Source: an optimization exercise on an open RTL-to-GDS flow (aim: small area). Production flows keep margins and buffers that such runs may drop. Function was checked by simulation only, so behaviour that the tests miss may differ from the original. No activity file was given, so power comes from the tool's default toggle rates.

--- flow/config.mk ---
export PLATFORM = sky130hd
export DESIGN_NAME = us_ctrl_top
export DESIGN_NICKNAME = us_ctrl_top
export VERILOG_FILES = /design/flow/design.v
export SDC_FILE = /design/flow/constraint.sdc
export NUM_CORES = 4
export LEC_CHECK = 0
export ABC_AREA = 1
export CAP_MARGIN = 20
export CORE_MARGIN = 2
export CORE_UTILIZATION = 60
export CTS_BUF_LIST = sky130_fd_sc_hd__clkbuf_16
export CTS_CLUSTER_DIAMETER = 60
export CTS_CLUSTER_SIZE = 24
export PLACE_DENSITY = 0.75
export SLEW_MARGIN = 20
--- flow/flow/abc_area.script ---
strash
&get -n
&dch -f
&nf -a -p -R 1000
&put
--- flow/constraint.sdc ---
create_clock -name core_clock -period 6.0 [get_ports {clk}]
set_input_delay 1.2000 -clock core_clock [delete_from_list [all_inputs] [get_ports {clk}]]
set_output_delay 1.2000 -clock core_clock [all_outputs]
set_load 0.01 [all_outputs]
--- flow/standard.sh ---
#!/bin/bash
# synth_recipe.tcl (not shown) runs the flow's synth.tcl, then flattens the netlist and writes it again
# the make line also repeats each setting of config.mk as NAME=value (left out here)
make -C /OpenROAD-flow-scripts/flow DESIGN_CONFIG=/design/flow/config.mk WORK_HOME=/design/flow/orfs CLKGATE_MAP_FILE= SYNTH_SCRIPT=/design/flow/synth_recipe.tcl "${@:-finish}"
--- flow/design.v ---
`timescale 1ns/1ps
package us_reg_pkg;
	typedef logic [11:0] apb_addr_t;   
	typedef logic [31:0] apb_data_t;
	typedef logic [10:0] mux_cnt_t;    
	localparam apb_addr_t REG_CTRL     = 12'h000;   
	localparam apb_addr_t REG_STATUS   = 12'h004;   
	localparam apb_addr_t REG_NUM_BITS = 12'h008;   
	localparam apb_addr_t REG_TX0      = 12'h00C;   
	localparam apb_addr_t REG_TX1      = 12'h010;   
	localparam apb_addr_t REG_TX2      = 12'h014;   
	localparam apb_addr_t REG_RX0      = 12'h018;   
	localparam apb_addr_t REG_RX1      = 12'h01C;
	localparam apb_addr_t REG_RX2      = 12'h020;
	localparam apb_addr_t REG_TX_LEN   = 12'h024;   
	localparam apb_addr_t REG_INIT_DLY = 12'h028;   
	localparam apb_addr_t REG_SAMPLES  = 12'h02C;   
	localparam apb_addr_t REG_MUX      = 12'h030;   
	localparam int CTRL_SPI_START   = 0;   
	localparam int CTRL_ACQ_START   = 1;   
	localparam int CTRL_PULSER_EN   = 2;
	localparam int CTRL_TXRX_SPI_EN = 3;
	localparam int CTRL_TXRX_SW_OFF = 4;
	localparam int CTRL_BF_RESET    = 5;
endpackage
`timescale 1ns/1ps
package us_acq_pkg;
	localparam int BF_WORD_W = 70;               
	typedef logic [BF_WORD_W-1:0] bf_word_t;
	typedef logic [7:0]           bit_count_t;   
	typedef logic [31:0]          delay_t;       
	typedef enum logic [1:0] {
		SPI_IDLE,
		SPI_WAIT,    
		SPI_SHIFT,   
		SPI_DONE     
	} spi_state_e;
	typedef enum logic [1:0] {
		ACQ_IDLE,
		ACQ_WAIT,    
		ACQ_RUN      
	} acq_state_e;
endpackage
`timescale 1ns/1ps
module us_ctrl_top
#(
	parameter int START_DELAY = 10,   
	parameter int SCK_HALF    = 2     
) (
	input  logic      clk,
	input  logic      rst_n,
	input  logic      psel,
	input  logic      penable,
	input  logic      pwrite,
	input  us_reg_pkg::apb_addr_t paddr,
	input  us_reg_pkg::apb_data_t pwdata,
	output us_reg_pkg::apb_data_t prdata,
	output logic      pready,
	output logic      pslverr,
	output logic      bf_spi_cs_n,
	output logic      bf_spi_sck,
	output logic      bf_spi_sdo,
	input  logic      bf_spi_sdi,
	output logic      bf_tx_en,
	output logic      fifo_en,
	output logic      pulser_en,
	output logic      txrx_spi_en,
	output logic      txrx_sw_off,
	output logic      bf_reset,
	output us_reg_pkg::mux_cnt_t  mux_cnt
);
	localparam int W   = us_acq_pkg::BF_WORD_W;   
	localparam int DLY_W = $clog2(START_DELAY + 1);
	assign pready = 1'b1;   
	logic wr_acc, rd_acc, wr_ctrl, status_rd;
	logic spi_start, acq_start;
	logic [W-1:0] tx_word;
	logic [7:0]   num_bits;
	logic [31:0]  tx_len, init_dly, samples;
	assign wr_acc    = psel & penable & pwrite;
	assign rd_acc    = psel & penable & ~pwrite;
	assign wr_ctrl   = wr_acc && (paddr == us_reg_pkg::REG_CTRL);
	assign status_rd = rd_acc && (paddr == us_reg_pkg::REG_STATUS);
	always_ff @(posedge clk or negedge rst_n) begin
		if (!rst_n) begin
			spi_start <= 1'b0;
			acq_start <= 1'b0;
		end else begin
			spi_start <= wr_ctrl & pwdata[us_reg_pkg::CTRL_SPI_START];
			acq_start <= wr_ctrl & pwdata[us_reg_pkg::CTRL_ACQ_START];
		end
	end
	always_ff @(posedge clk or negedge rst_n) begin
		if (!rst_n) begin
			pulser_en   <= 1'b0;
			txrx_spi_en <= 1'b0;
			txrx_sw_off <= 1'b0;
			bf_reset    <= 1'b0;
			mux_cnt     <= '0;
		end else if (wr_acc) begin
			if (paddr == us_reg_pkg::REG_CTRL) begin
				pulser_en   <= pwdata[us_reg_pkg::CTRL_PULSER_EN];
				txrx_spi_en <= pwdata[us_reg_pkg::CTRL_TXRX_SPI_EN];
				txrx_sw_off <= pwdata[us_reg_pkg::CTRL_TXRX_SW_OFF];
				bf_reset    <= pwdata[us_reg_pkg::CTRL_BF_RESET];
			end
			if (paddr == us_reg_pkg::REG_MUX) mux_cnt <= pwdata[10:0];
		end
	end
	logic [31:0] tx0_r, tx1_r, tx_len_r, init_dly_r, samples_r;
	logic [W-65:0] tx2_r;
	logic [7:0]  num_bits_r;
	logic v_tx0, v_tx1, v_tx2, v_nb, v_len, v_dly, v_smp;
	always_ff @(posedge clk) begin
		if (wr_acc) begin
			case (paddr)
				us_reg_pkg::REG_NUM_BITS: num_bits_r <= pwdata[7:0];
				us_reg_pkg::REG_TX0:      tx0_r <= pwdata;
				us_reg_pkg::REG_TX1:      tx1_r <= pwdata;
				us_reg_pkg::REG_TX2:      tx2_r <= pwdata[W-65:0];
				us_reg_pkg::REG_TX_LEN:   tx_len_r <= pwdata;
				us_reg_pkg::REG_INIT_DLY: init_dly_r <= pwdata;
				us_reg_pkg::REG_SAMPLES:  samples_r <= pwdata;
				default: ;
			endcase
		end
	end
	always_ff @(posedge clk or negedge rst_n) begin
		if (!rst_n) begin
			{v_tx0, v_tx1, v_tx2, v_nb, v_len, v_dly, v_smp} <= '0;
		end else if (wr_acc) begin
			case (paddr)
				us_reg_pkg::REG_NUM_BITS: v_nb  <= 1'b1;
				us_reg_pkg::REG_TX0:      v_tx0 <= 1'b1;
				us_reg_pkg::REG_TX1:      v_tx1 <= 1'b1;
				us_reg_pkg::REG_TX2:      v_tx2 <= 1'b1;
				us_reg_pkg::REG_TX_LEN:   v_len <= 1'b1;
				us_reg_pkg::REG_INIT_DLY: v_dly <= 1'b1;
				us_reg_pkg::REG_SAMPLES:  v_smp <= 1'b1;
				default: ;
			endcase
		end
	end
	assign tx_word  = {tx2_r & {(W-64){v_tx2}}, tx1_r & {32{v_tx1}}, tx0_r & {32{v_tx0}}};
	assign num_bits = num_bits_r & {8{v_nb}};
	assign tx_len   = tx_len_r & {32{v_len}};
	assign init_dly = init_dly_r & {32{v_dly}};
	assign samples  = samples_r & {32{v_smp}};
	typedef enum logic [1:0] {
		SPI_IDLE  = 2'b00,
		SPI_WAIT  = 2'b01,
		SPI_SHIFT = 2'b11,
		SPI_DONE  = 2'b10
	} spi_st_e;
	localparam logic [8:0] C_LOAD = 9'(2 - START_DELAY);
	localparam logic [8:0] C_WEND = 9'(1);
	spi_st_e      spi_st;
	logic [8:0]   spi_c;
	logic [6:0]   bit_cnt;    
	logic [6:0]   bit_total;  
	logic [W-1:0] sreg;       
	logic [W:0]   sreg_x;
	logic [6:0]   len_eff;
	logic         spi_sel;    
	logic         spi_shift, spi_rise, spi_fall, spi_last;
	logic         spi_busy, spi_done;
	assign len_eff   = (num_bits == 8'd0 || num_bits > 8'(W)) ? 7'(W) : num_bits[6:0];
	assign sreg_x    = {sreg, 1'b0};
	assign spi_sel   = sreg_x[bit_total];
	assign bit_cnt   = spi_c[8:2];
	assign spi_shift = (spi_st == SPI_SHIFT);
	assign spi_rise  = spi_shift & (spi_c[1:0] == 2'b11);
	assign spi_fall  = spi_shift & (spi_c[1:0] == 2'b01);
	assign spi_last  = (bit_cnt == bit_total);
	assign spi_busy  = (spi_st != SPI_IDLE);
	assign spi_done  = (spi_st == SPI_DONE);
	assign bf_spi_cs_n = ~spi_shift;
	assign bf_spi_sck  = spi_shift & ~spi_c[1];
	always_ff @(posedge clk or negedge rst_n) begin
		if (!rst_n) begin
			spi_st     <= SPI_IDLE;
			bf_spi_sdo <= 1'b0;
			spi_c      <= '0;
		end else begin
			case (spi_st)
				SPI_IDLE: if (spi_start) begin
					spi_st <= SPI_WAIT;
					spi_c  <= C_LOAD;
				end
				SPI_WAIT: begin
					spi_c <= spi_c + 1'b1;
					if (spi_c == C_WEND) begin
						spi_st     <= SPI_SHIFT;
						bf_spi_sdo <= spi_sel;
					end
				end
				SPI_SHIFT: begin
					spi_c <= spi_c + 1'b1;
					if (spi_fall) begin
						if (spi_last) begin
							spi_st     <= SPI_DONE;
							bf_spi_sdo <= 1'b0;
						end else begin
							bf_spi_sdo <= spi_sel;
						end
					end
				end
				default: spi_st <= SPI_IDLE;
			endcase
		end
	end
	logic spi_ld, spi_hold;
	assign spi_ld   = (spi_st == SPI_IDLE) & spi_start;
	assign spi_hold = ~spi_ld & ~spi_rise;
	always_ff @(posedge clk) begin
		sreg <= ({W{spi_ld}} & tx_word)
		      | ({W{spi_rise}} & {sreg[W-2:0], bf_spi_sdi})
		      | ({W{spi_hold}} & sreg);
		if (spi_ld)
			bit_total <= len_eff;
	end
	logic [1:0]  rx_w;
	logic        rx_gt, rx_eq;
	logic [3:0]  rx_gt_h, rx_eq_h;
	logic [7:0]  rx_gt_l;
	logic [31:0] rx_mask;
	assign rx_w  = paddr[5] ? 2'd2 : {1'b0, paddr[2]};
	assign rx_gt = (spi_st != SPI_WAIT) & (bit_cnt[6:5] > rx_w);
	assign rx_eq = (spi_st != SPI_WAIT) & (bit_cnt[6:5] == rx_w);
	always_comb begin
		for (int h = 0; h < 4; h++) begin
			rx_gt_h[h] = rx_gt | (rx_eq & (bit_cnt[4:3] > 2'(h)));
			rx_eq_h[h] = rx_eq & (bit_cnt[4:3] == 2'(h));
		end
		for (int l = 0; l < 8; l++)
			rx_gt_l[l] = (bit_cnt[2:0] > 3'(l));
		for (int j = 0; j < 32; j++)
			rx_mask[j] = rx_gt_h[j/8] | (rx_eq_h[j/8] & rx_gt_l[j%8]);
	end
	typedef enum logic [1:0] {
		ACQ_IDLE = 2'b00,
		ACQ_WAIT = 2'b01,
		ACQ_RUN  = 2'b11,
		ACQ_DONE = 2'b10    
	} acq_st_e;
	acq_st_e      acq_st;
	logic [DLY_W-1:0] acq_dly;
	logic [31:0]  tx_rem, dly_rem, smp_rem;
	logic         tx_nz, dly_nz, smp_nz, acq_run;
	logic         acq_busy, acq_done, acq_go;
	assign tx_nz    = (tx_rem != '0);
	assign dly_nz   = (dly_rem != '0);
	assign smp_nz   = (smp_rem != '0);
	assign acq_run  = (acq_st == ACQ_RUN);
	assign acq_busy = acq_st[0];
	assign acq_done = (acq_st == ACQ_DONE);
	assign acq_go   = ~acq_st[0] & acq_start;
	assign bf_tx_en = acq_run & tx_nz;
	assign fifo_en  = acq_run & ~dly_nz & smp_nz;
	always_ff @(posedge clk or negedge rst_n) begin
		if (!rst_n) begin
			acq_st <= ACQ_IDLE;
		end else begin
			case (acq_st)
				ACQ_WAIT: if (acq_dly == DLY_W'(START_DELAY - 1)) acq_st <= ACQ_RUN;
				ACQ_RUN:  if (!tx_nz && !smp_nz) acq_st <= ACQ_DONE;
				default:  acq_st <= acq_start ? ACQ_WAIT : ACQ_IDLE;
			endcase
		end
	end
	logic        acq_dec_tx, acq_dec_dly, acq_dec_smp;
	logic [31:0] tx_tog, dly_tog, smp_tog;
	assign acq_dec_tx  = acq_run & tx_nz;
	assign acq_dec_dly = acq_run & dly_nz;
	assign acq_dec_smp = acq_run & ~dly_nz & smp_nz;
	always_comb begin
		for (int i = 0; i < 32; i++) begin
			tx_tog[i]  = acq_dec_tx  & ((tx_rem  & ((32'd1 << i) - 32'd1)) == '0);
			dly_tog[i] = acq_dec_dly & ((dly_rem & ((32'd1 << i) - 32'd1)) == '0);
			smp_tog[i] = acq_dec_smp & ((smp_rem & ((32'd1 << i) - 32'd1)) == '0);
		end
	end
	always_ff @(posedge clk) begin
		tx_rem  <= acq_go ? tx_len   : (tx_rem ^ tx_tog);
		dly_rem <= acq_go ? init_dly : (dly_rem ^ dly_tog);
		smp_rem <= acq_go ? samples  : (smp_rem ^ smp_tog);
		if (acq_go)
			acq_dly <= '0;
		else if (acq_st == ACQ_WAIT)
			acq_dly <= acq_dly + 1'b1;
	end
	logic spi_flag, acq_flag, addr_hit;
	us_reg_pkg::apb_data_t rdata;
	always_ff @(posedge clk or negedge rst_n) begin
		if (!rst_n) begin
			spi_flag <= 1'b0;
			acq_flag <= 1'b0;
		end else begin
			spi_flag <= spi_done | (spi_flag & ~status_rd);
			acq_flag <= acq_done | (acq_flag & ~status_rd);
		end
	end
	always_comb begin
		rdata    = '0;
		addr_hit = 1'b1;
		case (paddr)
			us_reg_pkg::REG_CTRL: begin
				rdata[us_reg_pkg::CTRL_PULSER_EN]   = pulser_en;
				rdata[us_reg_pkg::CTRL_TXRX_SPI_EN] = txrx_spi_en;
				rdata[us_reg_pkg::CTRL_TXRX_SW_OFF] = txrx_sw_off;
				rdata[us_reg_pkg::CTRL_BF_RESET]    = bf_reset;
			end
			us_reg_pkg::REG_STATUS:   rdata[3:0] = {acq_busy, spi_busy, acq_flag, spi_flag};
			us_reg_pkg::REG_NUM_BITS: rdata[7:0] = num_bits;
			us_reg_pkg::REG_TX0:      rdata = tx_word[31:0];
			us_reg_pkg::REG_TX1:      rdata = tx_word[63:32];
			us_reg_pkg::REG_TX2:      rdata[W-65:0] = tx_word[W-1:64];
			us_reg_pkg::REG_RX0:      rdata = sreg[31:0] & rx_mask;
			us_reg_pkg::REG_RX1:      rdata = sreg[63:32] & rx_mask;
			us_reg_pkg::REG_RX2:      rdata[W-65:0] = sreg[W-1:64] & rx_mask[W-65:0];
			us_reg_pkg::REG_TX_LEN:   rdata = tx_len;
			us_reg_pkg::REG_INIT_DLY: rdata = init_dly;
			us_reg_pkg::REG_SAMPLES:  rdata = samples;
			us_reg_pkg::REG_MUX:      rdata[10:0] = mux_cnt;
			default:                  addr_hit = 1'b0;
		endcase
	end
	assign prdata  = rd_acc ? rdata : '0;
	assign pslverr = rd_acc & ~addr_hit;
endmodule
--- flow/flow/run.sh ---
#!/bin/bash
set -euo pipefail
W=$PWD
rm -rf "$W/abc_scripts"
cp -r "$FLOW_HOME/scripts" "$W/abc_scripts"
cp "$W/flow/abc_area.script" "$W/abc_scripts/abc_area.script"
SCRIPTS_DIR="$W/abc_scripts" bash standard.sh synth > "$W/synth.log" 2>&1
export BUFFER_PORTS_ARGS="-buffer_cell sky130_fd_sc_hd__buf_1"
export CTS_ARGS="-sink_clustering_enable -repair_clock_nets -sink_clustering_size 16 -sink_clustering_max_diameter 60 -buf_list sky130_fd_sc_hd__clkbuf_8 -dont_use_dummy_load"
bash standard.sh > "$W/layout.log" 2>&1
==> flow_summary_export.csv, run 1 <==
group,metric,value,unit
clock_tree,htreeDepth,1,
global_routing,overflow,0,
setup_path,cp_num_buf_inv,1,
routing,wl_per_cell,26.4,µm
routing,finalWirelength,56.2,mm
clock_tree,cts_tree,"done",
power,peakVddDrop,0.203,mV
floorplanning,rows,61,
place,place_congestion,0.987,
floorplanning,die_height,173,µm
setup_path,cpPeakStageDelay,0.57,ns
min_path,hold_path_class,"reg2reg",
layout,fin_area,0.0187,mm²
floorplanning,dieArea,0.0298,mm²
routing,drtIter0Drc,2207,
floorplanning,fp.dieW,173,µm
clock_tree,clock_path_buffers,3,
floorplanning,fp.coreArea,0.0279,mm²
global_routing,grt_max_degree,89,
place,placedCellCount,2094,
floorplanning,ios,104,
timing,finClkSkew,0.0445,ns
timing,finalCriticalPeriod,5.44,ns
yosys,yosysMostFrequentCell,"edfxtp_1",
yosys,synth_seq_cells,391,
setup_path,crit_family,"simple AND/OR/NAND/NOR gates",
clock_tree,clk_pin_slew,0.09,ns
setup_path,path_common_cell,"or4_1",
run_status,run_status,"complete, no violations",
place,dp_hpwl,38.1,mm
setup_path,path_class,"reg2out",
clock_tree,cts_setup_buffers,0,
setup_path,slowest_stage,"or3_1",
timing,rsz0062_at_grt,"false",
global_routing,antenna_found_initial,1,
clock_tree,cts_hold_buf,0,
yosys,postSynthAreaPerCell,10.8,µm²
place,port_buffers,102,
routing,avgViaCountPerCell,7.03,
clock_tree,worstSkewPairLatency,0.63,ns
yosys,yosys.area.top_type,"edfxtp_1",
yosys,synth.top_cell.area_share,31.9,%
yosys,synth-main-ff-cell,"edfxtp_1",
setup_path,start_kind,"flip-flop",
clock_tree,cts_buffers,31,
timing,worstMarginPinSlew,1.22,ns
routing,vias,14900,
yosys,syn_inst,1578,
power,pwr_density_cell,251,mW/mm²
yosys,syn_nets,1637,
global_routing,grt_pass1_vias,14100,
setup_path,crit_chain,"or4_1, or4_1, nor2_1, nand4_1, or3_1, or2_0, nor3_1, buf_1",
yosys,yosysWarnings,1,
layout,stdcell_count,2126,
power,p_leak,6.03,nW
routing,ant_nets,0,
global_routing,grt_pass1_wl,85.2,mm
setup_path,worstPathMaxFanout,4,
run,drv_cap,0,
floorplanning,initial_core_util,61.2,%
yosys,yosysSeqAreaShare,57.7,%
timing,drv_slew,0,
setup_path,cp.arrival,4.24,ns
yosys,async_flop_share,10.2,%
layout,area_growth,9.66,%
timing,setup_viol,0,
clock_tree,cts.sinks,391,
timing,max_freq,0.184,GHz
yosys,synth_edf_count,181,
layout,nets,1808,
timing,relSlewSlack,18.7,%
yosys,yosys-top-cells-area,"edfxtp_1 (32%), dfxtp_1 (20%), dfrtp_1 (5.9%)",
timing,timing.final.crit_share,90.7,%
clock_tree,cts_resized,0,
yosys,netlist_area,0.0170,mm²
routing,remaining_drc_errors,0,
timing,setup_tns,0,ns
clock_tree,cts-root-buf,"clkbuf_8",
yosys,synthTopCellsByCount,"edfxtp_1 (181), dfxtp_1 (170), nand2_1 (155)",
layout,drive_gt1_share,6.30,%
setup_path,endpoint_kind,"output port",
setup_path,cp_data_required_time,4.80,ns
routing,drt-pass1-iter-count,6,
layout,fin_util,67.1,%
timing,finalHoldViolations,0,
place,placed_cell_area,0.0183,mm²
global_routing,grt_usage,37.0,%
yosys,yosysUniqueCellTypes,53,
through the flow:
step	worst slack [ns]	power [W]	hold WS, ns
after floorplan	0.542	0.00320	0.431
after global placement	0.880	0.00343	0.462
after detailed placement	0.831	0.00344	0.470
after CTS	0.621	0.00467	0.480
after global routing	0.429	0.00481	0.499
final	0.556	0.00470	0.483
kinds of logic after synthesis:
kind of cell	count (synthesis)	synth area share [%]
AOI/OAI and AO/OA	513	19.2
xor gates and xnor gates	58	2.98
adders and majority gates	9	0.661
buffers and inverters	17	0.397
DFF	391	57.7
muxes	40	4.01
other	1	0.0220
and+or+nand+nor	549	15.0
worst register-to-register path: stages (launching register included):
cell     delay [ns]
dfxtp_1        0.34
or4_1          0.55
or4_1          0.51
nor2_1         0.24
nand4_1        0.37
or3_1          0.58
or2_0          0.29
nor3_1         0.20
buf_4          0.17
nand2_1        0.16
or2_0          0.37
nor3_1         0.32
nand2_1        0.18
or3_1          0.38
xor2_1         0.16
a21oi_1        0.08
cell usage in the layout, fill, tap and decap left out, types with 27 or more instances in the layout:
cell | netlist | routed
a21oi_1 | 90 | 90
a22oi_1 | 44 | 44
a31oi_1 | 100 | 100
a32oi_1 | 29 | 29
buf_1 | 0 | 101
buf_4 | 1 | 37
clkbuf_8 | 0 | 31
dfrtp_1 | 40 | 36
dfxtp_1 | 170 | 170
edfxtp_1 | 181 | 181
nand2_1 | 155 | 154
nand3_1 | 105 | 105
nor2_1 | 141 | 132
nor3_1 | 28 | 27
o21ai_0 | 153 | 152
xnor2_1 | 33 | 33
routing by layer:
metal | part of all wire, % | track usage, % | wire length, µm | vias up
li1 | - | - | - | 6516
met1 | 40 | 52.4 | 22200 | 7205
met2 | 45 | 57.0 | 25100 | 1048
met3 | 12 | 8.00 | 6640 | 167
met4 | 4.0 | 12.8 | 2260 | 0
met5 | 0 | 0 | 0 | -
power by group:
| part | total [W] | leakage [nW] | internal, W | switching (W) |
|---|---|---|---|---|
| Sequential | 0.00293 | 3.52 | 0.00283 | 0.000103 |
| Clock | 0.00129 | 0.223 | 0.000459 | 0.000833 |
| Combinational | 0.000473 | 2.29 | 0.000121 | 0.000353 |
final cells by class:
cell class,count,area [µm²]
antenna,1,2.50
clock buffer,31,427
tap,378,473
inverter,16,60.1
timing repair buffer,139,662
sequential,391,9840
multi-input combinational,1170,7220
fill,2209,9170
state kept, by name, indices dropped and copies added, names as in the netlist, 2 cells and up:
| signal | cells |
|---|---|
| init_dly_r | 32 |
| smp_rem | 32 |
| sreg | 70 |
| dly_rem | 32 |
| tx_rem | 32 |
| tx2_r | 6 |
| spi_c | 9 |
| acq_dly | 4 |
| tx_len_r | 32 |
| acq_st | 2 |
| spi_st | 2 |
| num_bits_r | 8 |
| tx1_r | 32 |
| mux_cnt | 11 |
| tx0_r | 32 |
| bit_total | 7 |
| samples_r | 32 |
path summary, 6_finish.rpt:
| kind | start | to | slack, ns | cells past startpoint |
|---|---|---|---|---|
| max | dly_rem[2] | fifo_en | 0.56 | 8 |
| min | sreg[25] | sreg[25] | 0.48 | 2 |
| max reg2reg | dly_rem[2] | smp_rem[30] | 0.96 | 15 |
| min reg2reg | sreg[25] | sreg[25] | 0.48 | 2 |
| max in group asynchronous | rst_n | v_smp | 4.88 | 2 |
| min in group asynchronous | rst_n | mux_cnt[6] | 0.65 | 2 |
==> run 2: changes to the inputs <==
--- a/flow/config.mk
+++ b/flow/config.mk
@@ -9,8 +9,6 @@
 export CAP_MARGIN = 20
 export CORE_MARGIN = 2
 export CORE_UTILIZATION = 60
-export CTS_BUF_LIST = sky130_fd_sc_hd__clkbuf_16
-export CTS_CLUSTER_DIAMETER = 60
-export CTS_CLUSTER_SIZE = 24
+export GPL_TIMING_DRIVEN = 0
 export PLACE_DENSITY = 0.75
 export SLEW_MARGIN = 20
==> run 2 against run 1 <==
  * Still clean on timing, DRC and antenna
  * Maximum frequency down 7.6%
  * Sequential cell count unchanged
  * Register-to-register slack worse by 0.61 ns
  * Critical path depth unchanged
  * First-iteration DRC count down 4.3%
  * Die area unchanged
  * Non-clock buffer count down 6
  * Worst hold slack worse by 0.0028 ns
  * Clock power up 5%
  * Utilization up 1.6 points
  * Sequential power about the same
==> flow_summary_export.csv, run 2 <==
group,metric,value,unit
global_routing,antenna_found_initial,0,
routing,wl_per_cell,25.8,µm
min_path,whs_path_depth,2,
global_routing,grt_pass1_wl,83.0,mm
setup_path,r2r_cells,14,
global_routing,groute.layer.met2.usage,55.1,%
yosys,syn_inst,1578,
global_routing,grt-busiest-layer,"met2",
power,peakVddDrop,0.170,mV
global_routing,grt_pass1_vias,13900,
yosys,yosys.area_share.xor_xnor,2.98,%
power,power,0.00476,W
floorplanning,rows,61,
yosys,async_flop_share,10.2,%
timing,finalHoldViolations,0,
global_routing,grtUsageMet3,7.21,%
setup_path,r2r_end,"smp_rem[30]",
routing,ant_nets,0,
setup_path,start_kind,"flip-flop",
timing,setup_tns,0,ns
setup_path,cpPeakStageDelay,0.76,ns
setup_path,r2r_start,"dly_rem[0]",
setup_path,endpoint_kind,"output port",
routing,remaining_drc_errors,0,
run,drv_cap,0,
yosys,synth_edf_count,181,
layout,drive_gt1_share,6.48,%
layout,stdcell_count,2123,
yosys,synth_compound_area_share,19.2,%
place,dp_hpwl,38.3,mm
min_path,hp-start,"sreg[65]",
layout,fin_area,0.0191,mm²
floorplanning,fp.dieW,173,µm
place,placed_cell_area,0.0186,mm²
place,place_congestion,0.934,
min_path,hold_path_class,"reg2reg",
clock_tree,htreeDepth,2,
run_status,run_status,"complete, no violations",
yosys,netlist_area,0.0170,mm²
global_routing,overflow,0,
routing,drt-pass1-iter-count,6,
setup_path,cp_data_required_time,4.80,ns
setup_path,crit_chain,"or4_1, or4_1, nor2_1, nand2_1, nor4_1, or2_0, clkinv_1, buf_1",
setup_path,r2r_setup_slack,0.35,ns
routing,vias,14900,
clock_tree,cts_setup_buffers,0,
power,pwr_density_cell,249,mW/mm²
setup_path,path_common_cell,"or4_1",
layout,nFillCells,2160,
place,port_buffers,102,
clock_tree,cts_buffers,34,
min_path,hold_path_end,"sreg[65]",
clock_tree,cts_resized,0,
floorplanning,ios,104,
layout,fin_util,68.7,%
yosys,yosysMostFrequentCell,"edfxtp_1",
clock_tree,cts-root-buf,"clkbuf_8",
yosys,yosysWarnings,1,
yosys,yosysSeqAreaShare,57.7,%
layout,final_cell_mix,"edfxtp_1 (181), dfxtp_1 (170), nand2_1 (154)",
floorplanning,die_height,173,µm
yosys,yosys.area.top_type,"edfxtp_1",
timing,relSlewSlack,22.5,%
timing,max_freq,0.170,GHz
setup_path,slowest_stage,"or2_0",
layout,nets,1805,
timing,rsz0062_at_grt,"false",
yosys,syn_nets,1637,
yosys,synth.top_cell.area_share,31.9,%
layout,regMostFlops,"sreg",
yosys,synth_top_family_by_area,"compound AO/OA/AOI/OAI gates",
clock_tree,cts_tree,"done",
setup_path,cp.arrival,4.69,ns
timing,timing.final.crit_share,98.2,%
routing,finalWirelength,54.8,mm
clock_tree,clk_pin_slew,0.10,ns
timing,drv_slew,0,
global_routing,groute.layer.met1.usage,51.4,%
routing,avgViaCountPerCell,7.01,
global_routing,grt_usage,36.2,%
routing,drtIter0Drc,2111,
layout,area_growth,12.3,%
clock_tree,worstSkewPairLatency,0.57,ns
global_routing,grt_max_degree,63,
setup_path,path_class,"reg2out",
clock_tree,cts_hold_buf,0,
layout,largest_register_ff_count,70,
clock_tree,clock_path_buffers,3,
floorplanning,dieArea,0.0298,mm²
yosys,synth-main-ff-cell,"edfxtp_1",
clock_tree,cts.sinks,391,
floorplanning,initial_core_util,61.2,%
power,p_leak,6.17,nW
setup_path,worstPathMaxFanout,7,
timing,finalCriticalPeriod,5.89,ns
yosys,yosys-top-cells-area,"edfxtp_1 (32%), dfxtp_1 (20%), dfrtp_1 (5.9%)",
yosys,muxShareOfSynthArea,4.01,%
place,placedCellCount,2085,
yosys,synthSimpleGateAreaFrac,15.0,%
timing,finClkSkew,0.0445,ns
timing,worstMarginPinSlew,1.16,ns
floorplanning,fp.coreArea,0.0279,mm²
yosys,postSynthAreaPerCell,10.8,µm²
yosys,yosysUniqueCellTypes,53,
yosys,synthTopCellsByCount,"edfxtp_1 (181), dfxtp_1 (170), nand2_1 (155)",
yosys,synthAdderAreaFrac,0.661,%
yosys,synth_seq_cells,391,
timing,setup_viol,0,
layout,layout_commonest_cell,"edfxtp_1",
-- run 2: cell families after synthesis --
family,count (synthesis)
AND/OR/NAND/NOR,549
multiplexers,40
flip-flops,391
AO/OA/AOI/OAI,513
adder cells (fa/ha/maj),9
other,1
XOR/XNOR,58
buffers and inverters,17
-- run 2: worst max-delay path, delay by kind of cell, from the launching register on --
family                 cells  cell delay [ns]
flip-flops                 1             0.35
AND/OR/NAND/NOR            6             3.01
buffers and inverters      2             0.78
-- run 2: metrics by stage --
stage | hold slack, ns | setup slack [ns]
floorplan | 0.431 | 0.542
global placement | 0.456 | -2.42
detailed placement | 0.464 | 0.119
CTS | 0.479 | 0.112
global route | 0.505 | 0.0929
finish | 0.480 | 0.106
-- run 2: worst max path at each step --
| stage | from | to | slack [ns] |
|---|---|---|---|
| final | tx_rem[0] | bf_tx_en | 0.11 |
| after global routing | tx_rem[0] | bf_tx_en | 0.09 |
| after CTS | paddr[5] | prdata[6] | 0.11 |
| after detailed placement | paddr[5] | prdata[6] | 0.12 |
| after global placement | paddr[5] | prdata[25] | -2.42 |
| after floorplan | paddr[9] | prdata[2] | 0.54 |
-- run 2: area by class of cell --
| class | count | area, µm² | area share [%] |
|---|---|---|---|
| Sequential cell | 391 | 9850 | 51.5 |
| Multi-Input combinational cell | 1170 | 7250 | 37.9 |
| Timing Repair Buffer | 132 | 1020 | 5.34 |
| Tap cell | 378 | 473 | 2.47 |
| Clock buffer | 34 | 468 | 2.45 |
| Inverter | 16 | 61.3 | 0.320 |
| Buffer | 1 | 7.51 | 0.0392 |
| Antenna cell | 1 | 2.50 | 0.0131 |
-- run 2: where the power goes --
| group | switching (W) | internal [W] | leakage, nW |
|---|---|---|---|
| Clock | 0.000841 | 0.000510 | 0.244 |
| Combinational | 0.000343 | 0.000137 | 2.41 |
| Sequential | 0.0000976 | 0.00283 | 3.52 |
| Total | 0.00128 | 0.00348 | 6.17 |
-- run 2: routing by layer --
| layer | vias up | part of all wire (%) |
|---|---|---|
| li1 | 6502 | - |
| met1 | 7209 | 40 |
| met2 | 1024 | 44 |
| met3 | 141 | 12 |
| met4 | 0 | 3.9 |
| met5 | - | 0 |
==> run 3: changes to the inputs <==
--- a/flow/config.mk
+++ b/flow/config.mk
@@ -8,7 +8,6 @@
 export ABC_AREA = 1
 export CAP_MARGIN = 20
 export CORE_MARGIN = 2
-export CORE_UTILIZATION = 60
-export GPL_TIMING_DRIVEN = 0
-export PLACE_DENSITY = 0.75
+export CORE_UTILIZATION = 72
+export PLACE_DENSITY = 0.85
 export SLEW_MARGIN = 20
==> run 3 against run 2 <==
  * Die area is 16% lower
  * Critical path depth stayed put
  * Critical endpoint is now fifo_en
  * Routed wire length is 4.5% higher
  * Global-route usage is 9.7 points higher
  * Final cell count is 2.8% lower
  * Design area is 2.8% lower
==> flow_summary_export.csv, run 3 <==
group,metric,value,unit
run_status,run_status,"complete, no violations",
timing,setup_viol,0,
clock_tree,cts.sinks,391,
run,drv_cap,0,
timing,finalCriticalPeriod,5.63,ns
floorplanning,die_height,158,µm
routing,wl_met2,24.8,mm
clock_tree,cts_buffers,30,
setup_path,r2r_start,"dly_rem[0]",
setup_path,r2r_end,"smp_rem[30]",
clock_tree,clk_pin_slew,0.09,ns
min_path,hold_path_end,"sreg[69]",
place,placedCellCount,2033,
routing,drtIter0Drc,3138,
place,place_congestion,1.10,
global_routing,antenna_found_initial,2,
yosys,yosysUniqueCellTypes,53,
layout,regMostFlops,"sreg",
layout,nets,1805,
layout,insertedDiodeCount,0,
layout,drive_gt1_share,6.02,%
layout,nFillCells,1518,
yosys,syn_nets,1637,
clock_tree,cts-root-buf,"clkbuf_8",
yosys,async_flop_share,10.2,%
power,peakVddDrop,0.191,mV
yosys,postSynthAreaPerCell,10.8,µm²
layout,final_cell_mix,"edfxtp_1 (181), dfxtp_1 (170), nand2_1 (154)",
yosys,synth-main-ff-cell,"edfxtp_1",
timing,finClkSkew,0.0305,ns
routing,drt-pass1-iter-count,9,
routing,ant_nets,0,
setup_path,r2r_cells,15,
power,pwr_density_cell,252,mW/mm²
yosys,synth_edf_count,181,
power,clkPwrFrac,26.9,%
setup_path,r2r_setup_slack,0.79,ns
routing,vias,15500,
clock_tree,htreeDepth,1,
yosys,synth.top_cell.area_share,31.9,%
routing,wl_per_cell,27.8,µm
min_path,whs_path_depth,2,
global_routing,grt_max_degree,89,
routing,wl_met3,9.34,mm
floorplanning,fp.dieW,158,µm
routing,finalWirelength,57.3,mm
timing,relSlewSlack,14.1,%
setup_path,worstPathMaxFanout,4,
power,switching_share,27.5,%
power,p_comb_share,10.3,%
place,dp_hpwl,38.3,mm
floorplanning,dieArea,0.0249,mm²
yosys,yosys.area.top_type,"edfxtp_1",
routing,remaining_drc_errors,0,
layout,area_growth,9.13,%
floorplanning,fp.coreArea,0.0233,mm²
setup_path,cp_data_required_time,4.80,ns
routing,met1_length,19.7,mm
clock_tree,cts_tree,"done",
layout,layout_commonest_cell,"edfxtp_1",
timing,worstMarginPinSlew,1.29,ns
floorplanning,ios,104,
clock_tree,clock_path_buffers,3,
yosys,synth_seq_cells,391,
floorplanning,initial_core_util,73.0,%
timing,rsz0062_at_grt,"false",
yosys,yosysMostFrequentCell,"edfxtp_1",
place,placed_cell_area,0.0182,mm²
yosys,synthTopCellsByCount,"edfxtp_1 (181), dfxtp_1 (170), nand2_1 (155)",
power,seqPwrFrac,62.7,%
setup_path,path_class,"reg2out",
yosys,yosysSeqAreaShare,57.7,%
yosys,syn_inst,1578,
timing,setup_tns,0,ns
power,switchingPower,0.00129,W
clock_tree,cts_setup_buffers,0,
timing,max_freq,0.178,GHz
floorplanning,rows,56,
routing,avgViaCountPerCell,7.52,
global_routing,overflow,0,
setup_path,start_kind,"flip-flop",
yosys,netlist_area,0.0170,mm²
yosys,yosys-top-cells-area,"edfxtp_1 (32%), dfxtp_1 (20%), dfrtp_1 (5.9%)",
layout,stdcell_count,2063,
yosys,yosysWarnings,1,
clock_tree,cts_resized,0,
global_routing,grt_pass1_wl,84.7,mm
timing,finalHoldViolations,0,
setup_path,endpoint_kind,"output port",
routing,highest_layer,"met5",
setup_path,cp.arrival,4.43,ns
layout,fin_area,0.0186,mm²
clock_tree,worstSkewPairLatency,0.62,ns
timing,timing.final.crit_share,93.8,%
layout,largest_register_ff_count,70,
min_path,hold_path_class,"reg2reg",
power,internal_power,0.00340,W
power,p_leak,6.03,nW
min_path,hp-start,"sreg[69]",
clock_tree,cts_hold_buf,0,
global_routing,grt_pass1_vias,14300,
place,port_buffers,102,
global_routing,grt_usage,45.9,%
timing,drv_slew,0,
## run 3: cell counts after synthesis
Identical to the previous run, type by type.
## run 3: power groups by stage
stage / Sequential [W] / Combinational, W / Clock [W]
global route: 0.00294 / 0.000502 / 0.00133
global placement: 0.00299 / 0.000442 / 0
finish: 0.00294 / 0.000485 / 0.00126
floorplan: 0.00295 / 0.000248 / 0
CTS: 0.00293 / 0.000456 / 0.00125
detailed placement: 0.00299 / 0.000456 / 0
## run 3: critical path, stage by stage (launching register included)
cell	delay [ns]
dfxtp_1	0.35
or4_1	0.56
or4_1	0.52
nor2_1	0.27
nand4_1	0.37
or3_1	0.62
or2_0	0.30
nor3_1	0.62
buf_1	0.21
## run 3: logic make-up (layout without fill, tap and decap cells)
group	after synthesis	after routing	synth area share (%)
simple gates	549	549	15.0
compound gates	513	513	19.2
flops	391	391	57.7
xor+xnor	58	58	2.98
mux	40	40	4.01
buf+inv	17	183	0.397
fa+ha+maj	9	9	0.661
other cells	1	1	0.0220
## run 3: final cells by class
class                      instances  area [µm²]  share of cell area [%]
tap                              319         399                    2.15
timing repair buffer             137         659                    3.55
multi-input combinational       1170        7220                    38.8
inverter                          16        60.1                   0.323
sequential                       391        9840                    52.9
clock buffer                      30         413                    2.22
## run 3: how the worst max path moves through the flow
| stage | from | end | depth (start not counted) |
|---|---|---|---|
| 6_report | dly_rem[0] | fifo_en | 8 |
| 5_1_grt | dly_rem[0] | fifo_en | 8 |
| 4_1_cts | dly_rem[0] | fifo_en | 8 |
| 3_5_place_dp | paddr[5] | prdata[6] | 12 |
| 3_3_place_gp | paddr[5] | prdata[6] | 12 |
| 2_1_floorplan | paddr[9] | prdata[2] | 8 |
## run 3: per-stage QoR
step	setup slack, ns	hold slack, ns	util, %	total power, W
2_1_floorplan	0.542	0.431	-	0.00320
3_3_place_gp	0.906	0.461	77.9	0.00343
3_5_place_dp	0.811	0.458	77.9	0.00345
4_1_cts	0.569	0.469	79.7	0.00464
5_1_grt	0.340	0.498	79.7	0.00477
6_report	0.373	0.472	79.7	0.00469
## run 3: routing by layer
metal  vias to the layer above  GRT usage [%]
met5                         -              0
met2                      1528           68.1
li1                       6477              -
met1                      7214           63.0
met4                         2           22.8
met3                       295           12.0
==> run 4: changes to the inputs <==
==> flow/flow/run.sh (replaced) <==
#!/bin/bash
set -euo pipefail
W=$PWD
rm -rf "$W/abc_scripts"
cp -r "$FLOW_HOME/scripts" "$W/abc_scripts"
cp "$W/flow/abc_area.script" "$W/abc_scripts/abc_area.script"
SCRIPTS_DIR="$W/abc_scripts" bash standard.sh synth > "$W/synth.log" 2>&1
export BUFFER_PORTS_ARGS="-buffer_cell sky130_fd_sc_hd__buf_1"
export CTS_ARGS="-sink_clustering_enable -repair_clock_nets -sink_clustering_size 10 -sink_clustering_max_diameter 40 -buf_list sky130_fd_sc_hd__clkbuf_4 -dont_use_dummy_load"
bash standard.sh > "$W/layout.log" 2>&1
--- a/flow/config.mk
+++ b/flow/config.mk
@@ -8,6 +8,9 @@
 export ABC_AREA = 1
 export CAP_MARGIN = 20
 export CORE_MARGIN = 2
-export CORE_UTILIZATION = 72
-export PLACE_DENSITY = 0.85
+export CORE_UTILIZATION = 60
+export CTS_BUF_LIST = sky130_fd_sc_hd__clkbuf_16
+export CTS_CLUSTER_DIAMETER = 60
+export CTS_CLUSTER_SIZE = 24
+export PLACE_DENSITY = 0.75
 export SLEW_MARGIN = 20
==> run 4 against run 3 <==
  * Largest power group unchanged
  * Critical endpoint unchanged
  * Synthesized cell count did not move
  * Sequential power barely moved
  * Setup slack improved by 0.053 ns
  * Clock skew rose by 0.053 ns
==> flow_summary_export.csv, run 4 <==
group,metric,value,unit
clock_tree,cts_buffers,52,
clock_tree,cts_tree,"done",
timing,max_freq,0.179,GHz
setup_path,r2r_setup_slack,0.92,ns
global_routing,overflow,0,
min_path,hold_path_class,"reg2reg",
clock_tree,clock_path_buffers,3,
yosys,synth-main-ff-cell,"edfxtp_1",
layout,largest_register_ff_count,70,
place,port_buffers,102,
min_path,whs_path_depth,1,
yosys,async_flop_share,10.2,%
routing,ant_nets,0,
yosys,synth_edf_count,181,
yosys,syn_inst,1578,
power,peakVddDrop,0.146,mV
routing,finalWirelength,56.5,mm
layout,nets,1829,
clock_tree,cts-root-buf,"clkbuf_4",
power,pwr_density_cell,250,mW/mm²
layout,regMostFlops,"sreg",
routing,wl_per_cell,26.3,µm
yosys,yosys.area.top_type,"edfxtp_1",
run,drv_cap,0,
setup_path,worstPathMaxFanout,4,
power,p_leak,6.05,nW
layout,area_growth,9.46,%
setup_path,r2r_end,"smp_rem[30]",
routing,drt-pass1-iter-count,12,
timing,worstMarginPinSlew,1.19,ns
clock_tree,cts_resized,0,
yosys,yosysMostFrequentCell,"edfxtp_1",
setup_path,path_class,"reg2out",
setup_path,r2r_start,"dly_rem[0]",
floorplanning,initial_core_util,61.2,%
layout,drive_gt1_share,7.41,%
global_routing,grt_max_degree,89,
yosys,yosysUniqueCellTypes,53,
floorplanning,die_height,173,µm
timing,rsz0062_at_grt,"false",
setup_path,cp_data_required_time,4.80,ns
yosys,yosysWarnings,1,
timing,setup_viol,0,
routing,vias,15000,
run_status,run_status,"complete, no violations",
yosys,netlist_area,0.0170,mm²
global_routing,grt_pass1_wl,85.6,mm
routing,drtIter0Drc,2229,
layout,layout_commonest_cell,"edfxtp_1",
yosys,postSynthAreaPerCell,10.8,µm²
yosys,synth_seq_cells,391,
place,dp_hpwl,38.1,mm
floorplanning,dieArea,0.0298,mm²
yosys,yosysSeqAreaShare,57.7,%
clock_tree,clk_pin_slew,0.10,ns
setup_path,cp.arrival,4.37,ns
clock_tree,htreeDepth,2,
clock_tree,worstSkewPairLatency,0.74,ns
routing,avgViaCountPerCell,7.01,
clock_tree,cts_hold_buf,0,
place,placed_cell_area,0.0183,mm²
timing,timing.final.crit_share,92.9,%
global_routing,grt_pass1_vias,14200,
floorplanning,fp.coreArea,0.0279,mm²
min_path,hold_path_end,"spi_flag",
routing,remaining_drc_errors,0,
timing,finalHoldViolations,0,
global_routing,antenna_found_initial,2,
floorplanning,ios,104,
layout,fin_area,0.0187,mm²
setup_path,start_kind,"flip-flop",
floorplanning,rows,61,
timing,finClkSkew,0.0832,ns
yosys,yosys-top-cells-area,"edfxtp_1 (32%), dfxtp_1 (20%), dfrtp_1 (5.9%)",
setup_path,endpoint_kind,"output port",
yosys,syn_nets,1637,
yosys,synth.top_cell.area_share,31.9,%
place,place_congestion,0.987,
timing,drv_slew,0,
yosys,synthTopCellsByCount,"edfxtp_1 (181), dfxtp_1 (170), nand2_1 (155)",
clock_tree,cts.sinks,391,
clock_tree,cts_setup_buffers,0,
timing,relSlewSlack,20.7,%
setup_path,r2r_cells,15,
min_path,hp-start,"spi_flag",
floorplanning,fp.dieW,173,µm
global_routing,grt_usage,37.5,%
timing,finalCriticalPeriod,5.57,ns
layout,final_cell_mix,"edfxtp_1 (181), dfxtp_1 (170), nand2_1 (154)",
timing,setup_tns,0,ns
[run 4: logic make-up after synthesis]
kind of cell               Yosys count  synth area share, %
AOI/OAI and AO/OA                  513                 19.2
xor gates and xnor gates            58                 2.98
adders and majority gates            9                0.661
buffers and inverters               17                0.397
DFF                                391                 57.7
muxes                               40                 4.01
other                                1               0.0220
and+or+nand+nor                    549                 15.0
[run 4: area by class of cell]
type / instances / area, µm²
Clock buffer: 52 / 390
Timing Repair Buffer: 139 / 662
Antenna cell: 2 / 5.00
Multi-Input combinational cell: 1170 / 7220
Tap cell: 378 / 473
Sequential cell: 391 / 9840
Fill cell: 2233 / 9200
Inverter: 16 / 60.1
[run 4: critical path, stage by stage (launching register included)]
cell and delay (ns):
dfxtp_1 0.34, or4_1 0.57, or4_1 0.51, nor2_1 0.25, nand4_1 0.36, or3_1 0.57
or2_0 0.29, nor3_1 0.54, buf_1 0.21
[run 4: per-layer routing]
layer | wire, µm | global-route usage, % | vias to the layer above
li1 | - | - | 6567
met1 | 22100 | 52.5 | 7211
met2 | 24700 | 56.5 | 1078
met3 | 7120 | 9.08 | 193
met4 | 2580 | 15.3 | 0
met5 | 0 | 0 | -
[run 4: stage by stage]
step / hold slack [ns] / worst slack (ns) / total power, W / utilization [%] / cells
after floorplan: 0.431 / 0.542 / 0.00320 / - / 1578
after global placement: 0.462 / 0.880 / 0.00343 / 65.5 / 2094
after detailed placement: 0.470 / 0.831 / 0.00344 / 65.5 / 2094
after CTS: 0.486 / 0.477 / 0.00464 / 66.9 / 2146
after global routing: 0.500 / 0.250 / 0.00479 / 67.0 / 2148
final: 0.487 / 0.427 / 0.00466 / 67.0 / 2148
[run 4: power by group]
group	internal [W]	total, W	switching [W]
clock	0.000396	0.00125	0.000855
sequential	0.00283	0.00293	0.000103
combinational	0.000121	0.000477	0.000356
[run 4: worst max-delay path by stage]
stage	start	to	slack, ns	cells after the start
after floorplan	paddr[9]	prdata[2]	0.54	8
after global placement	paddr[5]	prdata[6]	0.88	11
after detailed placement	paddr[5]	prdata[6]	0.83	11
after CTS	dly_rem[0]	fifo_en	0.48	8
after global routing	dly_rem[0]	fifo_en	0.25	8
final	dly_rem[0]	fifo_en	0.43	8
==> run 5: changes to the inputs <==
==> flow/flow/run.sh (replaced) <==
#!/bin/bash
set -euo pipefail
W=$PWD
rm -rf "$W/abc_scripts"
cp -r "$FLOW_HOME/scripts" "$W/abc_scripts"
cp "$W/flow/abc_area.script" "$W/abc_scripts/abc_area.script"
SCRIPTS_DIR="$W/abc_scripts" bash standard.sh synth > "$W/synth.log" 2>&1
export BUFFER_PORTS_ARGS="-buffer_cell sky130_fd_sc_hd__buf_1"
export CTS_ARGS="-sink_clustering_enable -repair_clock_nets -sink_clustering_size 16 -sink_clustering_max_diameter 40 -buf_list sky130_fd_sc_hd__clkbuf_8 -dont_use_dummy_load"
bash standard.sh > "$W/layout.log" 2>&1
==> flow/flow/abc_area.script (replaced) <==
strash
&get -n
&deepsyn -T 60
&dch -f
&nf -a -p -R 1000
&put
==> run 5 against run 4 <==
  * Still clean on timing, DRC and antenna
  * Maximum frequency is 2.0% lower
  * Power is 4.7% lower
  * Via count is 8.1% lower
  * Non-clock buffer count is 2 higher
  * Design area is 2.6% lower
  * Area after synthesis is 4.3% lower
  * Clock skew is 0.036 ns lower
  * Critical path depth is 6 higher
  * Die area is 4.2% lower
  * Combinational power is 87% lower
  * Critical path type is now in2out
==> flow_summary_export.csv, run 5 <==
group,metric,value,unit
setup_path,start_kind,"input port",
clock_tree,cts-root-buf,"clkbuf_8",
floorplanning,ios,104,
clock_tree,clk_pin_slew,0.07,ns
clock_tree,cts_tree,"done",
layout,fin_util,67.8,%
routing,avgViaCountPerCell,7.08,
yosys,synth_edf_count,181,
power,p_leak,6.43,nW
yosys,syn_nets,1484,
global_routing,grt_usage,36.9,%
layout,nets,1674,
yosys,async_flop_share,10.2,%
layout,nFillCells,2132,
run,drv_cap,0,
layout,drive_gt1_share,6.57,%
yosys,yosysWarnings,1,
setup_path,cp.arrival,4.49,ns
timing,timing.final.crit_share,94.8,%
yosys,postSynthAreaPerCell,11.4,µm²
power,pwr_density_cell,244,mW/mm²
routing,drt-pass1-iter-count,9,
timing,rsz0062_at_grt,"false",
place,port_buffers,102,
clock_tree,clock_path_buffers,3,
yosys,yosys-top-cells-area,"edfxtp_1 (33%), dfxtp_1 (21%), dfrtp_1 (6.1%)",
setup_path,slowest_stage,"o21ai_0",
global_routing,grt_pass1_vias,13200,
yosys,yosysMostFrequentCell,"edfxtp_1",
layout,largest_register_ff_count,70,
timing,setup_viol,0,
setup_path,r2r_setup_slack,0.46,ns
routing,finalWirelength,53.4,mm
routing,vias,13800,
routing,highest_layer,"met5",
floorplanning,dieArea,0.0285,mm²
routing,met1_length,21.2,mm
setup_path,cpPeakStageDelay,0.62,ns
yosys,synthTopCellsByCount,"edfxtp_1 (181), dfxtp_1 (170), nand2_1 (148)",
floorplanning,die_height,169,µm
floorplanning,fp.dieW,169,µm
floorplanning,initial_core_util,60.8,%
routing,wl_met3,6.88,mm
clock_tree,cts_buffers,48,
place,dp_slack,0.302,ns
timing,drv_slew,0,
routing,wl_met2,23.3,mm
clock_tree,worstSkewPairLatency,0.58,ns
setup_path,path_class,"in2out",
yosys,netlist_area,0.0163,mm²
floorplanning,fp.coreArea,0.0268,mm²
yosys,synth.top_cell.area_share,33.3,%
timing,relSlewSlack,32.5,%
layout,multi_input_area,0.00626,mm²
routing,wl_per_cell,27.3,µm
power,peakVddDrop,0.233,mV
timing,finalHoldViolations,0,
layout,final_cell_mix,"edfxtp_1 (181), dfxtp_1 (170), nand2_1 (148)",
layout,seqCellArea,0.00984,mm²
timing,worstMarginPinSlew,1.01,ns
global_routing,grt_max_degree,72,
clock_tree,cts.sinks,391,
layout,area_growth,11.5,%
setup_path,cp_data_required_time,4.80,ns
clock_tree,cts_hold_buf,0,
place,dp_hpwl,36.8,mm
yosys,synth_seq_cells,391,
routing,remaining_drc_errors,0,
layout,insertedDiodeCount,0,
clock_tree,htreeDepth,2,
global_routing,grt_pass1_wl,79.3,mm
yosys,synth-main-ff-cell,"edfxtp_1",
timing,max_freq,0.176,GHz
timing,finClkSkew,0.0477,ns
floorplanning,rows,60,
routing,drtIter0Drc,2543,
timing,fin_ws,0.315,ns
routing,ant_nets,0,
run_status,run_status,"complete, no violations",
setup_path,endpoint_kind,"output port",
yosys,yosysSeqAreaShare,60.4,%
timing,finalCriticalPeriod,5.69,ns
yosys,yosys.area.top_type,"edfxtp_1",
setup_path,worstPathMaxFanout,9,
global_routing,antenna_found_initial,2,
timing,setup_tns,0,ns
place,place_congestion,0.982,
global_routing,overflow,0,
layout,layout_commonest_cell,"edfxtp_1",
yosys,syn_inst,1425,
min_path,hold_path_class,"reg2reg",
yosys,yosysUniqueCellTypes,52,
setup_path,crit_chain,"buf_1, nand2_1, clkinv_1, ha_1, clkinv_1, a21boi_0, o21ai_0, nor3b_1, buf_4, nor2_1, nand2_1, o21ai_0, a31oi_1, buf_1",
layout,regMostFlops,"sreg",
-- run 5: cell count changes in the layout (fill, tap and decap cells not counted), sizes merged, moves of 24 or more --
cell	delta
a222oi	+90
a22o	+24
a31oi	-86
clkinv	+67
nand3	-81
nor2	-86
o21ai	-42
-- run 5: layer usage --
metal | up-vias | GRT usage [%]
li1 | 5983 | -
met1 | 6695 | 53.6
met2 | 1002 | 54.7
met3 | 149 | 8.00
met4 | 2 | 14.1
met5 | - | 0
-- run 5: worst max-delay path, delay by kind of cell --
family / cells / cell delay, ns
AND/OR/NAND/NOR: 4 / 0.99
adder cells (fa/ha/maj): 1 / 0.25
AO/OA/AOI/OAI: 4 / 1.21
buffers and inverters: 5 / 0.83
-- run 5: stage by stage --
step / hold slack (ns) / cell area (µm²) / cells / power [W]
detailed placement: 0.470 / 17500 / 1906 / 0.00291
global placement: 0.462 / 17500 / 1906 / 0.00291
floorplan: 0.439 / 16300 / 1425 / 0.00286
CTS: 0.462 / 18100 / 1954 / 0.00444
finish: 0.462 / 18200 / 1954 / 0.00444
global route: 0.485 / 18200 / 1954 / 0.00454
-- run 5: report_power, final --
| part | switching [W] | internal, W | leakage (nW) | total [W] |
|---|---|---|---|---|
| clock | 0.000882 | 0.000707 | 0.345 | 0.00159 |
| sequential | 0.00000118 | 0.00279 | 3.55 | 0.00279 |
| combinational | 0.0000478 | 0.0000146 | 2.53 | 0.0000625 |
| total | 0.000931 | 0.00351 | 6.43 | 0.00444 |
-- run 5: path summary, 6_finish.rpt --
kind                            depth (start not counted)         end       from
worst min register to register                          2    sreg[69]   sreg[68]
worst max-delay path                                   14  prdata[10]   paddr[2]
min in group asynchronous                               2  mux_cnt[6]      rst_n
worst max register to register                         19  tx_rem[31]  tx_rem[3]
max in group asynchronous                               2    spi_c[3]      rst_n
worst min-delay path                                    2    sreg[69]   sreg[68]
-- run 5: logic make-up (layout without fill, tap and decap cells) --
group	count (synthesis)	in the layout	share of synthesized area [%]
adder cells (fa/ha/maj)	9	9	0.691
XOR/XNOR	58	58	3.12
AND/OR/NAND/NOR	390	390	11.7
multiplexers	15	15	1.04
flip-flops	391	391	60.4
buffers and inverters	84	272	1.96
AO/OA/AOI/OAI	477	477	21.2
other	1	1	0.0230
-- run 5: area by class of cell --
class / instances / share of cell area, %
Timing Repair Buffer: 141 / 3.72
Tap cell: 341 / 2.35
Multi-Input combinational cell: 950 / 34.4
Clock buffer: 48 / 3.63
Inverter: 83 / 1.71
Sequential cell: 391 / 54.1
-- run 5: what timing repair did --
action	4_1_cts	5_1_grt
setup buffers	0	0
resized for setup	0	4
setup endpoints to repair	0	6
hold endpoints to repair	0	0
==> run 6: changes to the inputs <==
--- a/flow/design.v
+++ b/flow/design.v
@@ -237,14 +237,11 @@
 		for (int j = 0; j < 32; j++)
 			rx_mask[j] = rx_gt_h[j/8] | (rx_eq_h[j/8] & rx_gt_l[j%8]);
 	end
-	typedef enum logic [1:0] {
-		ACQ_IDLE = 2'b00,
-		ACQ_WAIT = 2'b01,
-		ACQ_RUN  = 2'b11,
-		ACQ_DONE = 2'b10    
-	} acq_st_e;
-	acq_st_e      acq_st;
-	logic [DLY_W-1:0] acq_dly;
+	localparam logic [3:0] ACQ_IDLE = 4'd0;
+	localparam logic [3:0] ACQ_DONE = 4'd1;
+	localparam logic [3:0] ACQ_W0   = 4'(15 - START_DELAY);
+	localparam logic [3:0] ACQ_RUN  = 4'd15;
+	logic [3:0]   acq_st;
 	logic [31:0]  tx_rem, dly_rem, smp_rem;
 	logic         tx_nz, dly_nz, smp_nz, acq_run;
 	logic         acq_busy, acq_done, acq_go;
@@ -252,20 +249,21 @@
 	assign dly_nz   = (dly_rem != '0);
 	assign smp_nz   = (smp_rem != '0);
 	assign acq_run  = (acq_st == ACQ_RUN);
-	assign acq_busy = acq_st[0];
+	assign acq_busy = (acq_st[3:1] != 3'd0);
 	assign acq_done = (acq_st == ACQ_DONE);
-	assign acq_go   = ~acq_st[0] & acq_start;
+	assign acq_go   = ~acq_busy & acq_start;
 	assign bf_tx_en = acq_run & tx_nz;
 	assign fifo_en  = acq_run & ~dly_nz & smp_nz;
 	always_ff @(posedge clk or negedge rst_n) begin
 		if (!rst_n) begin
 			acq_st <= ACQ_IDLE;
 		end else begin
-			case (acq_st)
-				ACQ_WAIT: if (acq_dly == DLY_W'(START_DELAY - 1)) acq_st <= ACQ_RUN;
-				ACQ_RUN:  if (!tx_nz && !smp_nz) acq_st <= ACQ_DONE;
-				default:  acq_st <= acq_start ? ACQ_WAIT : ACQ_IDLE;
-			endcase
+			if (!acq_busy)
+				acq_st <= acq_start ? ACQ_W0 : ACQ_IDLE;
+			else if (acq_run) begin
+				if (!tx_nz && !smp_nz) acq_st <= ACQ_DONE;
+			end else
+				acq_st <= acq_st + 1'b1;
 		end
 	end
 	logic        acq_dec_tx, acq_dec_dly, acq_dec_smp;
@@ -281,13 +279,9 @@
 		end
 	end
 	always_ff @(posedge clk) begin
-		tx_rem  <= acq_go ? tx_len   : (tx_rem ^ tx_tog);
-		dly_rem <= acq_go ? init_dly : (dly_rem ^ dly_tog);
-		smp_rem <= acq_go ? samples  : (smp_rem ^ smp_tog);
-		if (acq_go)
-			acq_dly <= '0;
-		else if (acq_st == ACQ_WAIT)
-			acq_dly <= acq_dly + 1'b1;
+		tx_rem  <= ({32{acq_go & v_len}} & tx_len_r)   | ({32{~acq_go}} & (tx_rem ^ tx_tog));
+		dly_rem <= ({32{acq_go & v_dly}} & init_dly_r) | ({32{~acq_go}} & (dly_rem ^ dly_tog));
+		smp_rem <= ({32{acq_go & v_smp}} & samples_r)  | ({32{~acq_go}} & (smp_rem ^ smp_tog));
 	end
 	logic spi_flag, acq_flag, addr_hit;
 	us_reg_pkg::apb_data_t rdata;
@@ -300,31 +294,27 @@
 			acq_flag <= acq_done | (acq_flag & ~status_rd);
 		end
 	end
+	logic base_ok;
+	logic [12:0] rsel;
+	assign base_ok = rd_acc & (paddr[11:6] == 6'd0) & (paddr[1:0] == 2'd0);
 	always_comb begin
-		rdata    = '0;
-		addr_hit = 1'b1;
-		case (paddr)
-			us_reg_pkg::REG_CTRL: begin
-				rdata[us_reg_pkg::CTRL_PULSER_EN]   = pulser_en;
-				rdata[us_reg_pkg::CTRL_TXRX_SPI_EN] = txrx_spi_en;
-				rdata[us_reg_pkg::CTRL_TXRX_SW_OFF] = txrx_sw_off;
-				rdata[us_reg_pkg::CTRL_BF_RESET]    = bf_reset;
-			end
-			us_reg_pkg::REG_STATUS:   rdata[3:0] = {acq_busy, spi_busy, acq_flag, spi_flag};
-			us_reg_pkg::REG_NUM_BITS: rdata[7:0] = num_bits;
-			us_reg_pkg::REG_TX0:      rdata = tx_word[31:0];
-			us_reg_pkg::REG_TX1:      rdata = tx_word[63:32];
-			us_reg_pkg::REG_TX2:      rdata[W-65:0] = tx_word[W-1:64];
-			us_reg_pkg::REG_RX0:      rdata = sreg[31:0] & rx_mask;
-			us_reg_pkg::REG_RX1:      rdata = sreg[63:32] & rx_mask;
-			us_reg_pkg::REG_RX2:      rdata[W-65:0] = sreg[W-1:64] & rx_mask[W-65:0];
-			us_reg_pkg::REG_TX_LEN:   rdata = tx_len;
-			us_reg_pkg::REG_INIT_DLY: rdata = init_dly;
-			us_reg_pkg::REG_SAMPLES:  rdata = samples;
-			us_reg_pkg::REG_MUX:      rdata[10:0] = mux_cnt;
-			default:                  addr_hit = 1'b0;
-		endcase
+		for (int r = 0; r < 13; r++)
+			rsel[r] = base_ok & (paddr[5:2] == 4'(r));
 	end
-	assign prdata  = rd_acc ? rdata : '0;
+	assign addr_hit = (paddr[11:6] == 6'd0) & (paddr[1:0] == 2'd0) & (paddr[5:2] <= 4'd12);
+	assign rdata = ({32{rsel[0]}}  & {26'd0, bf_reset, txrx_sw_off, txrx_spi_en, pulser_en, 2'b00})
+	             | ({32{rsel[1]}}  & {28'd0, acq_busy, spi_busy, acq_flag, spi_flag})
+	             | ({32{rsel[2]  & v_nb}}  & {24'd0, num_bits_r})
+	             | ({32{rsel[3]  & v_tx0}} & tx0_r)
+	             | ({32{rsel[4]  & v_tx1}} & tx1_r)
+	             | ({32{rsel[5]  & v_tx2}} & {26'd0, tx2_r})
+	             | ({32{rsel[6]}}  & sreg[31:0] & rx_mask)
+	             | ({32{rsel[7]}}  & sreg[63:32] & rx_mask)
+	             | ({32{rsel[8]}}  & {26'd0, sreg[W-1:64] & rx_mask[W-65:0]})
+	             | ({32{rsel[9]  & v_len}} & tx_len_r)
+	             | ({32{rsel[10] & v_dly}} & init_dly_r)
+	             | ({32{rsel[11] & v_smp}} & samples_r)
+	             | ({32{rsel[12]}} & {21'd0, mux_cnt});
+	assign prdata  = rdata;
 	assign pslverr = rd_acc & ~addr_hit;
 endmodule
==> flow/flow/run.sh (replaced) <==
#!/bin/bash
# Own flow: the standard ORFS layout (standard.sh) with three changes:
#  - synthesis maps logic with an area-oriented ABC script
#    (flow/abc_area.script, selected by ABC_AREA=1 in config.mk); the Yosys
#    passes, flip-flop mapping and everything else in synthesis are standard;
#  - port buffers are buf_1 cells instead of the default choice;
#  - CTS uses clkbuf_8 with small sink clusters and no dummy loads.
# Each tool's output goes to a log file in this folder.
set -euo pipefail
W=$PWD
rm -rf "$W/abc_scripts"
cp -r "$FLOW_HOME/scripts" "$W/abc_scripts"
cp "$W/flow/abc_area.script" "$W/abc_scripts/abc_area.script"
SCRIPTS_DIR="$W/abc_scripts" bash standard.sh synth > "$W/synth.log" 2>&1
export BUFFER_PORTS_ARGS="-buffer_cell sky130_fd_sc_hd__buf_1"
export CTS_ARGS="-sink_clustering_enable -repair_clock_nets -sink_clustering_size 16 -sink_clustering_max_diameter 50 -buf_list sky130_fd_sc_hd__clkbuf_8 -dont_use_dummy_load"
bash standard.sh > "$W/layout.log" 2>&1
--- a/flow/config.mk
+++ b/flow/config.mk
@@ -9,8 +9,5 @@
 export CAP_MARGIN = 20
 export CORE_MARGIN = 2
 export CORE_UTILIZATION = 60
-export CTS_BUF_LIST = sky130_fd_sc_hd__clkbuf_16
-export CTS_CLUSTER_DIAMETER = 60
-export CTS_CLUSTER_SIZE = 24
 export PLACE_DENSITY = 0.75
 export SLEW_MARGIN = 20
==> run 6 against run 5 <==
  * Power is 4.7% lower
  * Sequential share of layout area is 0.70 points higher
  * Via count up 0.40%
  * Final cell count shrank 1.1%
  * Routed wire length decreased by 0.45%
  * First-iteration DRC count grew 4.9%
  * Still clean on timing, DRC and antenna
  * Count of clock-buffer cells in the layout shrank 11
  * Design area is 1.6% lower
  * Critical path depth fell by 5
  * Global-route usage decreased by 0.095 points
  * Non-clock buffer count fell by 10
  * Largest cell class unchanged
  * Highest routed layer is now met4
  * Synthesized cell count shrank 0.14%
==> flow_summary_export.csv, run 6 <==
group,metric,value,unit
routing,drtIter0Drc,2668,
layout,regMostFlops,"sreg",
setup_path,endpoint_kind,"output port",
clock_tree,cts_hold_buf,0,
place,dp_hpwl,35.9,mm
timing,setup_tns,0,ns
yosys,yosysMostFrequentCell,"edfxtp_1",
clock_tree,cts_setup_buffers,0,
yosys,synth.top_cell.area_share,33.5,%
global_routing,grt_pass1_vias,13100,
power,p_comb_share,1.7,%
run,drv_cap,0,
yosys,syn_inst,1423,
yosys,yosysWarnings,1,
clock_tree,cts_resized,0,
yosys,netlist_area,0.0162,mm²
layout,drive_gt1_share,5.28,%
place,dp_slack,0.763,ns
run_status,run_status,"complete, no violations",
setup_path,cp.arrival,4.20,ns
timing,drv_slew,0,
clock_tree,clock_path_buffers,3,
setup_path,path_class,"in2out",
clock_tree,cts-root-buf,"clkbuf_8",
yosys,yosysUniqueCellTypes,51,
layout,largest_register_ff_count,70,
global_routing,antenna_found_initial,1,
place,placed_cell_area,0.0174,mm²
layout,fin_area,0.0179,mm²
power,switching_share,21.0,%
timing,fin_ws,0.602,ns
clock_tree,cts.sinks,389,
yosys,yosys.area.top_type,"edfxtp_1",
place,port_buffers,102,
layout,final_cell_mix,"edfxtp_1 (181), dfxtp_1 (166), nand2_1 (139)",
timing,finalHoldViolations,0,
timing,worstMarginPinSlew,1.20,ns
floorplanning,die_height,169,µm
power,peakVddDrop,0.182,mV
clock_tree,cts_buffers,37,
yosys,postSynthAreaPerCell,11.4,µm²
layout,area_growth,10.1,%
routing,vias,13900,
yosys,synth_edf_count,181,
routing,finalWirelength,53.2,mm
yosys,synth-main-ff-cell,"edfxtp_1",
layout,nets,1651,
routing,avgViaCountPerCell,7.19,
yosys,yosys-top-cells-area,"edfxtp_1 (33%), dfxtp_1 (20%), dfrtp_1 (6.5%)",
[run 6: changes by cell type after synthesis, moves of 10 or more]
cell / change
a21oi_1: -25
a221o_1: -14
a22o_1: -24
a22oi_1: +24
nor2_1: +22
nor2b_1: -10
nor3_1: +17
o211ai_1: +15
o221ai_1: +12
[run 6: routing by layer]
| metal | GRT usage, % | vias up | wire length (µm) |
|---|---|---|---|
| met4 | 17.3 | 0 | 2790 |
| met2 | 59.1 | 1111 | 24300 |
| met1 | 48.9 | 6648 | 19300 |
| met3 | 6.94 | 196 | 6840 |
| met5 | 0 | - | 0 |
| li1 | - | 5931 | - |
[run 6: path summary, 6_finish.rpt]
kind / startpoint / end / slack (ns) / cells after the start
max reg2reg: dly_rem[4] / smp_rem[29] / 0.85 / 16
max: paddr[11] / prdata[30] / 0.60 / 9
min reg2reg: init_dly_r[29] / dly_rem[29] / 0.48 / 2
min: init_dly_r[29] / dly_rem[29] / 0.48 / 2
min in group asynchronous: rst_n / spi_c[0] / 0.72 / 2
max in group asynchronous: rst_n / acq_st[2] / 4.82 / 2
[run 6: per-stage QoR]
stage	util [%]	power, W	std cells
detailed placement	64.8	0.00290	1894
finish	66.8	0.00423	1932
floorplan	-	0.00285	1423
CTS	66.7	0.00423	1931
global placement	64.8	0.00290	1894
global route	66.7	0.00432	1931
[run 6: power by group through the flow]
| stage | clock network (W) | logic, W | registers, W |
|---|---|---|---|
| finish | 0.00139 | 0.0000718 | 0.00277 |
| global route | 0.00147 | 0.0000771 | 0.00277 |
| CTS | 0.00138 | 0.0000698 | 0.00277 |
| detailed placement | 0 | 0.0000695 | 0.00283 |
| global placement | 0 | 0.0000679 | 0.00283 |
| floorplan | 0 | 0.0000169 | 0.00283 |
[run 6: final cells by class]
class	count	area, µm²	area share, %
Sequential cell	389	9810	54.8
Multi-Input combinational cell	954	6210	34.7
Timing Repair Buffer	131	639	3.57
Clock buffer	37	509	2.85
Tap cell	341	427	2.38
Inverter	79	297	1.66
Antenna cell	1	2.50	0.0140
[run 6: cells by family after synthesis]
group / after synthesis / share of synthesized area [%]
xor gates and xnor gates: 62 / 3.34
buffers and inverters: 80 / 1.87
adders and majority gates: 9 / 0.693
DFF: 389 / 60.4
and+or+nand+nor: 405 / 12.0
other: 1 / 0.0231
muxes: 15 / 1.04
AOI/OAI and AO/OA: 462 / 20.6
[run 6: critical path, cell delays in order]
cell      delay, ns
buf_1          0.08
nor4_1         0.38
nand2_1        0.17
or3_1          0.48
or2_0          0.44
nor2_2         0.38
a22oi_1        0.14
o311ai_0       0.70
buf_1          0.22

Setup slack of run 6, layout unchanged: 0.602 ns with ideal ports, 0.582 ns with driving cells assumed (clock clkbuf_16, inputs buf_2), 0.582 ns with port delays also shifted by the 0.579 ns mid clock arrival.
